This design comes from an exercise in tuning for small area and few clock cycles on the open sky130 flow, not from production work.
The RTL was checked by simulation tests, not by an equivalence proof against the original design.
Power figures rest on the tool's default switching activity, not on a simulated workload.

==> fjord: inputs <==
Design tile_window_unit, start of the top module:
module tile_window_unit #(
    parameter int CHANNELS = DEF_CHANNELS,
    parameter int WIDTH    = DEF_WIDTH,
    parameter int TILE     = DEF_TILE,
    parameter int STRIDE   = DEF_STRIDE
) (
    input  wire logic                                   i_clk,
    input  wire logic                                   i_rst,
    input  wire logic                                   i_restart,
    input  wire logic [PIXEL_W-1:0]                     i_pixel,
    input  wire logic                                   i_pixel_valid,
    output logic                                        o_pixel_ready,
    output logic      [CHANNELS*TILE*TILE*PIXEL_W-1:0]  o_tile,
    output logic                                        o_tile_req,
    input  wire logic                                   i_tile_ack
);
==> module row_bank, before the edit <==
module row_bank #(
    parameter int CHANNELS = DEF_CHANNELS,
    parameter int TILE     = DEF_TILE,
    parameter int D_E0     = 13,
    parameter int D_E1     = 11,
    parameter int D_E2     = 10,
    parameter int D_O      = 10
) (
    input  wire logic                                   i_clk,
    input  wire logic                                   i_rst,
    input  wire logic                                   i_clear,
    input  wire logic [1:0]                             i_push_ch,
    input  wire logic                                   i_push_par,
    input  wire logic                                   i_push,
    input  wire logic [2*PIXEL_W-1:0]                   i_push_data,
    input  wire logic                                   i_pop,
    output logic                                        o_full_sel,
    output logic                                        o_front_valid,
    output logic      [CHANNELS*TILE*TILE*PIXEL_W-1:0]  o_tile
);
    localparam int EW = 2 * PIXEL_W;
    logic [2*CHANNELS-1:0] full;
    logic [2*CHANNELS-1:0] fvalid;
    for (genvar p = 0; p < 2; p++) begin : g_par
        for (genvar ch = 0; ch < CHANNELS; ch++) begin : g_ch
            localparam int Q = p * CHANNELS + ch;
            localparam int DEPTH = (p == 1) ? D_O :
                                   (ch == 0) ? D_E0 : (ch == 1) ? D_E1 : D_E2;
            logic [7*EW-1:0] front;
            row_buffer #(
                .DEPTH (DEPTH),
                .EW    (EW),
                .SHOW  (7)
            ) u_q (
                .i_clk         (i_clk),
                .i_rst         (i_rst),
                .i_clear       (i_clear),
                .i_push        (i_push && (i_push_par == p[0]) && (i_push_ch == ch[1:0])),
                .i_data        (i_push_data),
                .i_pop         (i_pop),
                .o_full        (full[Q]),
                .o_front_valid (fvalid[Q]),
                .o_front       (front)
            );
            assign o_tile[((ch*TILE + p)*TILE + 0)*PIXEL_W +: EW]     = front[0*EW +: EW];
            assign o_tile[((ch*TILE + p)*TILE + 2)*PIXEL_W +: EW]     = front[1*EW +: EW];
            assign o_tile[((ch*TILE + p + 2)*TILE + 0)*PIXEL_W +: EW] = front[5*EW +: EW];
            assign o_tile[((ch*TILE + p + 2)*TILE + 2)*PIXEL_W +: EW] = front[6*EW +: EW];
        end
    end
    assign o_full_sel    = full[int'(i_push_par) * CHANNELS + int'(i_push_ch)];
    assign o_front_valid = &fvalid;
endmodule
==> flow/config.mk <==
export PLATFORM = sky130hd
export DESIGN_NAME = tile_window_unit
export DESIGN_NICKNAME = tile_window_unit
export VERILOG_FILES = /design/flow/design.v
export SDC_FILE = /design/flow/constraint.sdc
export NUM_CORES = 4
export LEC_CHECK = 0
export ABC_AREA = 1
export CAP_MARGIN = 20
export CORE_MARGIN = 2
export CORE_UTILIZATION = 70
export CTS_BUF_LIST = sky130_fd_sc_hd__clkbuf_8
export CTS_CLUSTER_DIAMETER = 60
export CTS_CLUSTER_SIZE = 16
export SLEW_MARGIN = 20
==> flow/constraint.sdc <==
create_clock -name core_clock -period 5.0 [get_ports {i_clk}]
set_input_delay 1.0000 -clock core_clock [delete_from_list [all_inputs] [get_ports {i_clk}]]
set_output_delay 1.0000 -clock core_clock [all_outputs]
set_load 0.01 [all_outputs]
standard.sh (not shown) runs the stock make flow with config.mk's settings and CLKGATE_MAP_FILE= SYNTH_SCRIPT=/design/flow/synth_recipe.tcl, a recipe that flattens the netlist after the stock synthesis.
==> flow/flow/run.sh <==
#!/bin/bash
# Standard layout, with the smallest buffer on the ports and no dummy
# loads in the clock tree.
set -euo pipefail
export BUFFER_PORTS_ARGS="-buffer_cell sky130_fd_sc_hd__buf_1"
export CTS_ARGS="-sink_clustering_enable -repair_clock_nets -sink_clustering_size 16 -sink_clustering_max_diameter 60 -buf_list sky130_fd_sc_hd__clkbuf_8 -dont_use_dummy_load"
bash standard.sh > standard_flow.log 2>&1
==> inputs of amber, as changes to fjord <==
--- a/flow/design.v
+++ b/flow/design.v
@@ -78,3 +78,3 @@
     parameter int D_E0     = 13,
-    parameter int D_E1     = 11,
+    parameter int D_E1     = 12,
     parameter int D_E2     = 10,
==> flow/flow/run.sh (replaced) <==
#!/bin/bash
# Standard layout, with the smallest buffer on the ports.
set -euo pipefail
export BUFFER_PORTS_ARGS="-buffer_cell sky130_fd_sc_hd__buf_1"
bash standard.sh > standard_flow.log 2>&1
--- a/flow/config.mk
+++ b/flow/config.mk
@@ -7,9 +7,8 @@
 export LEC_CHECK = 0
-export ABC_AREA = 1
 export CAP_MARGIN = 20
 export CORE_MARGIN = 2
-export CORE_UTILIZATION = 70
+export CORE_UTILIZATION = 65
 export CTS_BUF_LIST = sky130_fd_sc_hd__clkbuf_8
-export CTS_CLUSTER_DIAMETER = 60
-export CTS_CLUSTER_SIZE = 16
+export CTS_CLUSTER_DIAMETER = 50
+export CTS_CLUSTER_SIZE = 18
 export SLEW_MARGIN = 20
==> comparison <==
Of fjord and amber, amber has the higher routed wire length (gap 8.9%, measured against amber). Of fjord and amber, fjord has the higher sequential share of layout area (gap 1.9 points). Against fjord, the cell area of amber is higher by about 4%. Die area: amber is higher than fjord (9.0%). Of fjord and amber, amber has the higher power (gap 7.3%, measured against amber). In fjord the core utilization is higher than in amber, by 3.6 points. Cell count: fjord is lower than amber (about 4.4%). Of amber and fjord, fjord has the higher maximum frequency (gap about 14%, measured against fjord). In fjord the via count is lower than in amber, by 4.6%. Between amber and fjord, the lower count of clock-buffer cells in the layout is in fjord (gap 10). Of fjord and amber, amber has the higher non-clock buffer count (gap 34).
==> figures <==
| metric | fjord | amber |
|---|---|---|
| Switching share of power | 18.15% | 19.41% |
| Average wire per cell in the routed design | 21.34 um | 22.41 um |
| Sequential power share | 71.7% | 67.4% |
| Clk power | 3.86 mW | 4.85 mW |
| Number of antenna violations at the first check in global routing | 3 | 4 |
| Min Tclk post-route | 3.483 ns | 4.070 ns |
| Die ar. | 0.05607 mm2 | 0.06109 mm2 |
| Sequential cell power | 10.1 mW | 10.2 mW |
| Core area | 0.05371 mm2 | 0.05869 mm2 |
| PD cells | 362.8 mW/mm2 | 376.7 mW/mm2 |
| Repair and plain buffers | 415 | 449 |
| Number of sequential cells in the layout | 1110 | 1127 |
| Data buffer area share | 4.202% | 4.692% |
| Die extent in y | 236.8 um | 247.2 um |
| Fraction of layout instances using a drive strength above 1 | 6.837% | 9.716% |
| Share of synthesized area occupied by flip-flops and latches | 86.84% | 87.03% |
| Routed length on met3 | 4036 um | 4593 um |
| Post-synthesis share of cell area spent on xor and xnor gates | 0.02309% | 0.02279% |
| Count of clock tree sinks | 1110 | 1127 |
| Standard cell with the maximum stage delay on the critical path | fa_1 | dfrtp_1 |
| Synthesis-to-layout area growth | 1.801% | 4.356% |
| Clock buffer count | 79 | 89 |
| Result of the run | timing/DRC/antenna clean | timing/DRC/antenna clean |
Testbench counts of fjord, summed over its fixed seeds: cycles 7,899.
Testbench counts of amber, summed over its fixed seeds: cycles 7,841.

---

==> job 7722: inputs <==
tile_window_unit, a different RTL version from the one above (not shown whole).
// tile_window_unit
module tile_window_unit #(
    parameter int CHANNELS = DEF_CHANNELS,
    parameter int WIDTH    = DEF_WIDTH,
    parameter int TILE     = DEF_TILE,
    parameter int STRIDE   = DEF_STRIDE
) (
    input  wire logic                                   i_clk,
    input  wire logic                                   i_rst,
    input  wire logic                                   i_restart,
    input  wire logic [PIXEL_W-1:0]                     i_pixel,
    input  wire logic                                   i_pixel_valid,
    output logic                                        o_pixel_ready,
    output logic      [CHANNELS*TILE*TILE*PIXEL_W-1:0]  o_tile,
    output logic                                        o_tile_req,
    input  wire logic                                   i_tile_ack
);
==> flow/config.mk <==
export PLATFORM = sky130hd
export DESIGN_NAME = tile_window_unit
export DESIGN_NICKNAME = tile_window_unit
export VERILOG_FILES = /design/flow/design.v
export SDC_FILE = /design/flow/constraint.sdc
export NUM_CORES = 4
export LEC_CHECK = 0
export ABC_AREA = 1
export CAP_MARGIN = 20
export CORE_MARGIN = 2
export CORE_UTILIZATION = 70
export CTS_BUF_LIST = sky130_fd_sc_hd__clkbuf_8
export CTS_CLUSTER_DIAMETER = 60
export CTS_CLUSTER_SIZE = 20
export SLEW_MARGIN = 20
==> flow/constraint.sdc <==
create_clock -name core_clock -period 5.0 [get_ports {i_clk}]
set_input_delay 1.0000 -clock core_clock [delete_from_list [all_inputs] [get_ports {i_clk}]]
set_output_delay 1.0000 -clock core_clock [all_outputs]
set_load 0.01 [all_outputs]
==> flow/flow/run.sh <==
#!/bin/bash
# Standard layout, with the smallest buffer on the ports and no dummy
# loads in the clock tree.
set -euo pipefail
export BUFFER_PORTS_ARGS="-buffer_cell sky130_fd_sc_hd__buf_1"
export CTS_ARGS="-sink_clustering_enable -repair_clock_nets -sink_clustering_size 20 -sink_clustering_max_diameter 60 -buf_list sky130_fd_sc_hd__clkbuf_8 -dont_use_dummy_load"
bash standard.sh > standard_flow.log 2>&1
==> job 3872 (differences from job 7722) <==
--- a/flow/design.v
+++ b/flow/design.v
@@ -11,98 +11,66 @@
 endpackage
 `default_nettype wire
 `timescale 1ns/100ps
 `default_nettype none
 import tile_pkg::*;
 module row_buffer #(
     parameter int DEPTH = 10,
-    parameter int EW    = 2 * PIXEL_W
+    parameter int EW    = 2 * PIXEL_W,
+    parameter int SHOW  = 7
 ) (
     input  wire logic                 i_clk,
     input  wire logic                 i_rst,
     input  wire logic                 i_clear,
     input  wire logic                 i_push,
     input  wire logic [EW-1:0]        i_data,
     input  wire logic                 i_pop,
-    input  wire logic [1:0]           i_phase,
     output logic                      o_full,
-    output logic                      o_show_valid,
-    output logic                      o_next_valid,
-    output logic [2*EW-1:0]           o_top,
-    output logic [2*EW-1:0]           o_bottom
+    output logic                      o_front_valid,
+    output logic [SHOW*EW-1:0]        o_front
 );
-    localparam int BD = DEPTH - 5;
-    logic [EW-1:0]    top_q [0:1];
-    logic [EW-1:0]    ring_q [0:2];
-    logic             fill_hi_q;
-    logic [1:0]       fill_ph_q;
-    logic             filled;
-    logic             fill;
-    logic             pop;
-    logic [EW-1:0]    data_q [0:BD-1];
-    logic [BD-1:0]    valid_q;
-    logic [BD-1:0]    load;
-    logic [BD:0]      vac;
-    assign filled  = fill_hi_q && (fill_ph_q == 2'd2);
-    assign fill    = !filled && valid_q[0] && (i_phase == fill_ph_q);
-    assign pop     = i_pop || fill;
+    logic [EW-1:0]    data_q [0:DEPTH-1];
+    logic [DEPTH-1:0] valid_q;
+    logic [DEPTH-1:0] load;
+    logic [DEPTH:0]   vac;
     always_comb begin
-        vac[0] = pop;
-        for (int i = 0; i < BD - 1; i++) begin
+        vac[0] = i_pop;
+        for (int i = 0; i < DEPTH - 1; i++) begin
             load[i]  = (!valid_q[i] || vac[i]) && valid_q[i+1];
             vac[i+1] = load[i];
         end
-        load[BD-1] = i_push;
-        vac[BD]    = 1'b0;
+        load[DEPTH-1] = i_push;
+        vac[DEPTH]    = 1'b0;
     end
     always_ff @(posedge i_clk or posedge i_rst) begin
         if (i_rst) begin
-            valid_q   <= '0;
-            fill_hi_q <= 1'b0;
-            fill_ph_q <= '0;
+            valid_q <= '0;
         end else if (i_clear) begin
-            valid_q   <= '0;
-            fill_hi_q <= 1'b0;
-            fill_ph_q <= '0;
+            valid_q <= '0;
         end else begin
-            for (int i = 0; i < BD; i++) begin
+            for (int i = 0; i < DEPTH; i++) begin
                 valid_q[i] <= (valid_q[i] && !vac[i]) || load[i];
             end
-            if (fill) begin
-                fill_ph_q <= (fill_ph_q == 2'd2) ? 2'd0 : fill_ph_q + 2'd1;
-                if (fill_ph_q == 2'd2) begin
-                    fill_hi_q <= 1'b1;
-                end
-            end
         end
     end
     always_ff @(posedge i_clk) begin
-        for (int i = 0; i < BD - 1; i++) begin
+        for (int i = 0; i < DEPTH - 1; i++) begin
             if (load[i]) begin
                 data_q[i] <= data_q[i+1];
             end
         end
-        if (load[BD-1]) begin
-            data_q[BD-1] <= i_data;
+        if (load[DEPTH-1]) begin
+            data_q[DEPTH-1] <= i_data;
         end
     end
-    always_ff @(posedge i_clk) begin
-        if (pop) begin
-            top_q[0] <= top_q[1];
-            top_q[1] <= ring_q[0];
-        end
-        ring_q[0] <= ring_q[1];
-        ring_q[1] <= ring_q[2];
-        ring_q[2] <= pop ? data_q[0] : ring_q[0];
+    assign o_full        = valid_q[DEPTH-1];
+    assign o_front_valid = &valid_q[SHOW-1:0];
+    for (genvar s = 0; s < SHOW; s++) begin : g_front
+        assign o_front[s*EW +: EW] = data_q[s];
     end
-    assign o_full       = valid_q[BD-1];
-    assign o_show_valid = filled && valid_q[0] && valid_q[1];
-    assign o_next_valid = filled && valid_q[1] && valid_q[2];
-    assign o_top        = {top_q[1], top_q[0]};
-    assign o_bottom     = {data_q[1], data_q[0]};
 endmodule
 `default_nettype wire
 `timescale 1ns/100ps
 `default_nettype none
 import tile_pkg::*;
 module row_bank #(
     parameter int CHANNELS = DEF_CHANNELS,
@@ -116,55 +84,50 @@
     input  wire logic                                   i_rst,
     input  wire logic                                   i_clear,
     input  wire logic [1:0]                             i_push_ch,
     input  wire logic                                   i_push_par,
     input  wire logic                                   i_push,
     input  wire logic [2*PIXEL_W-1:0]                   i_push_data,
     input  wire logic                                   i_pop,
-    input  wire logic [1:0]                             i_phase,
     output logic                                        o_full_sel,
-    output logic                                        o_show_valid,
-    output logic                                        o_next_valid,
+    output logic                                        o_front_valid,
     output logic      [CHANNELS*TILE*TILE*PIXEL_W-1:0]  o_tile
 );
     localparam int EW = 2 * PIXEL_W;
     logic [2*CHANNELS-1:0] full;
-    logic [2*CHANNELS-1:0] svalid;
-    logic [2*CHANNELS-1:0] nvalid;
+    logic [2*CHANNELS-1:0] fvalid;
     for (genvar p = 0; p < 2; p++) begin : g_par
         for (genvar ch = 0; ch < CHANNELS; ch++) begin : g_ch
             localparam int Q = p * CHANNELS + ch;
             localparam int DEPTH = (p == 1) ? D_O :
                                    (ch == 0) ? D_E0 : (ch == 1) ? D_E1 : D_E2;
-            logic [2*EW-1:0] top;
-            logic [2*EW-1:0] bottom;
+            logic [7*EW-1:0] front;
             row_buffer #(
                 .DEPTH (DEPTH),
-                .EW    (EW)
+                .EW    (EW),
+                .SHOW  (7)
             ) u_q (
                 .i_clk         (i_clk),
                 .i_rst         (i_rst),
                 .i_clear       (i_clear),
                 .i_push        (i_push && (i_push_par == p[0]) && (i_push_ch == ch[1:0])),
                 .i_data        (i_push_data),
                 .i_pop         (i_pop),
-                .i_phase       (i_phase),
                 .o_full        (full[Q]),
-                .o_show_valid  (svalid[Q]),
-                .o_next_valid  (nvalid[Q]),
-                .o_top         (top),
-                .o_bottom      (bottom)
+                .o_front_valid (fvalid[Q]),
+                .o_front       (front)
             );
-            assign o_tile[((ch*TILE + p)*TILE)*PIXEL_W +: 2*EW]     = top;
-            assign o_tile[((ch*TILE + p + 2)*TILE)*PIXEL_W +: 2*EW] = bottom;
+            assign o_tile[((ch*TILE + p)*TILE + 0)*PIXEL_W +: EW]     = front[0*EW +: EW];
+            assign o_tile[((ch*TILE + p)*TILE + 2)*PIXEL_W +: EW]     = front[1*EW +: EW];
+            assign o_tile[((ch*TILE + p + 2)*TILE + 0)*PIXEL_W +: EW] = front[5*EW +: EW];
+            assign o_tile[((ch*TILE + p + 2)*TILE + 2)*PIXEL_W +: EW] = front[6*EW +: EW];
         end
     end
     assign o_full_sel    = full[int'(i_push_par) * CHANNELS + int'(i_push_ch)];
-    assign o_show_valid  = &svalid;
-    assign o_next_valid  = &nvalid;
+    assign o_front_valid = &fvalid;
 endmodule
 `default_nettype wire
 `timescale 1ns/100ps
 `default_nettype none
 import tile_pkg::*;
 module bank_sequencer #(
     parameter int CHANNELS = DEF_CHANNELS,
@@ -237,57 +200,40 @@
 `default_nettype none
 import tile_pkg::*;
 module tile_assembler (
     input  wire logic   i_clk,
     input  wire logic   i_rst,
     input  wire logic   i_restart,
     input  wire logic   i_band_set,
-    input  wire logic   i_show_valid,
-    input  wire logic   i_next_valid,
+    input  wire logic   i_front_valid,
     output logic        o_pop,
-    output logic [1:0]  o_phase,
     output logic        o_tile_req,
     input  wire logic   i_tile_ack
 );
     logic [1:0] state_q;
     logic [1:0] step_q;
     logic       owed_q;
-    logic [1:0] pend_q;
-    logic [1:0] phase_q;
-    logic       aligned;
+    logic       flush_q;
     logic       ready;
     logic       done;
-    assign done    = (state_q == HS_REQ) && i_tile_ack;
-    assign aligned = (phase_q == 2'd2);
-    assign o_pop   = aligned && ((pend_q != 2'd0) || done);
-    assign o_phase = phase_q;
-    assign ready = (owed_q || i_band_set) &&
-                   (((pend_q == 2'd0) && i_show_valid) ||
-                    ((pend_q == 2'd1) && aligned && i_next_valid));
+    assign ready = (owed_q || i_band_set) && i_front_valid && !flush_q;
+    assign done  = (state_q == HS_REQ) && i_tile_ack;
+    assign o_pop = done || flush_q;
     always_ff @(posedge i_clk or posedge i_rst) begin
         if (i_rst) begin
             state_q <= HS_IDLE;
             step_q  <= '0;
             owed_q  <= 1'b0;
-            pend_q  <= '0;
-            phase_q <= '0;
+            flush_q <= 1'b0;
         end else begin
+            flush_q <= done && (step_q == 2'd3);
             if (i_restart) begin
-                step_q  <= '0;
-                pend_q  <= '0;
-                phase_q <= '0;
-            end else begin
-                if (done) begin
-                    step_q <= step_q + 1'b1;
-                end
-                pend_q <= pend_q + (done ? ((step_q == 2'd3) ? 2'd2 : 2'd1) : 2'd0)
-                                 - (o_pop ? 2'd1 : 2'd0);
-                if (!o_pop) begin
-                    phase_q <= aligned ? 2'd0 : phase_q + 2'd1;
-                end
+                step_q <= '0;
+            end else if (done) begin
+                step_q <= step_q + 1'b1;
             end
             if (i_restart) begin
                 owed_q <= 1'b0;
             end else if (i_band_set) begin
                 owed_q <= 1'b1;
             end else if (done && (step_q == 2'd3)) begin
                 owed_q <= 1'b0;
@@ -336,18 +282,16 @@
 );
     logic [1:0]           push_ch;
     logic                 push_par;
     logic                 push;
     logic [2*PIXEL_W-1:0] push_data;
     logic                 full_sel;
     logic                 band_set;
-    logic                 show_valid;
-    logic                 next_valid;
+    logic                 front_valid;
     logic                 pop;
-    logic [1:0]           phase;
     bank_sequencer #(
         .CHANNELS (CHANNELS),
         .WIDTH    (WIDTH)
     ) u_sequencer (
         .i_clk         (i_clk),
         .i_rst         (i_rst),
         .i_restart     (i_restart),
@@ -369,27 +313,23 @@
         .i_rst         (i_rst),
         .i_clear       (i_restart),
         .i_push_ch     (push_ch),
         .i_push_par    (push_par),
         .i_push        (push),
         .i_push_data   (push_data),
         .i_pop         (pop),
-        .i_phase       (phase),
         .o_full_sel    (full_sel),
-        .o_show_valid  (show_valid),
-        .o_next_valid  (next_valid),
+        .o_front_valid (front_valid),
         .o_tile        (o_tile)
     );
     tile_assembler u_assembler (
         .i_clk         (i_clk),
         .i_rst         (i_rst),
         .i_restart     (i_restart),
         .i_band_set    (band_set),
-        .i_show_valid  (show_valid),
-        .i_next_valid  (next_valid),
+        .i_front_valid (front_valid),
         .o_pop         (pop),
-        .o_phase       (phase),
         .o_tile_req    (o_tile_req),
         .i_tile_ack    (i_tile_ack)
     );
 endmodule
 `default_nettype wire
--- a/flow/config.mk
+++ b/flow/config.mk
@@ -7,9 +7,9 @@
 export LEC_CHECK = 0
 export ABC_AREA = 1
 export CAP_MARGIN = 20
 export CORE_MARGIN = 2
 export CORE_UTILIZATION = 70
 export CTS_BUF_LIST = sky130_fd_sc_hd__clkbuf_8
 export CTS_CLUSTER_DIAMETER = 60
-export CTS_CLUSTER_SIZE = 20
+export CTS_CLUSTER_SIZE = 16
 export SLEW_MARGIN = 20
==> results.txt <==
Of job 3872 and job 7722, job 3872 has the higher synthesized area (gap 15%, measured against job 7722).
Between job 7722 and job 3872, the lower die area is in job 7722 (gap 13%, measured against job 3872).
Against job 3872, the fmax of job 7722 is larger by 0.57%.
Job 3872 ran to the end with no violations. Job 7722 completed without violations.
In job 3872 the clock power is higher than in job 7722, by about 4%.
Between job 3872 and job 7722, the lower sequential share of layout area is in job 7722 (gap 3.2 points).
In job 7722 the non-clock buffer count is lower than in job 3872, by 2.
Of job 3872 and job 7722, job 3872 has the higher sequential cell count (gap 9).
Against job 3872, the worst setup slack of job 7722 is better by 20 ps.
Of job 3872 and job 7722, job 3872 has the higher clock skew (gap 13 ps).
Against job 7722, the core utilization of job 3872 is lower by 6.1 points.
Hold slack: job 7722 is worse than job 3872 (180 ps).
Testbench counts of job 7722, summed over its fixed seeds: cycles 7,978.
Testbench counts of job 3872, summed over its fixed seeds: cycles 7,899.

what the ideal ports hide:
In the flow no input, the clock included, has a driving cell. The finished layouts below were timed again as built, in two steps.
Step 1, drivers: a clkbuf_16 drives i_clk and a buf_2 each remaining input, both assumed.
Step 2 adds t to the input delays and takes it off the output delays; t is the mean of the earliest and latest rising clock arrival at the registers after step 1. Input paths then give back, and output paths get back, about the clock's delay inside the block.
a / b / c = ideal ports / drivers / drivers and shift; a / b = the first two.
run | shift t [ns] | setup WS [ns] | hold slack, ns
fjord | 0.705 | 1.517 / 1.459 / 1.711 | 0.352 / 0.334 / 0.401
amber | 0.738 | 0.930 / 0.870 / 1.358 | 0.407 / 0.395 / 0.407
job 7722 | 0.730 | 1.539 / 1.476 / 1.290 | 0.166 / 0.121 / 0.274
job 3872 | 0.687 | 1.519 / 1.462 / 1.495 | 0.349 / 0.334 / 0.367
After both steps setup and hold are still met in every run listed. For job 7722, which loses most, drivers alone change the setup slack by -0.063 ns; drivers and shift together by -0.249 ns.
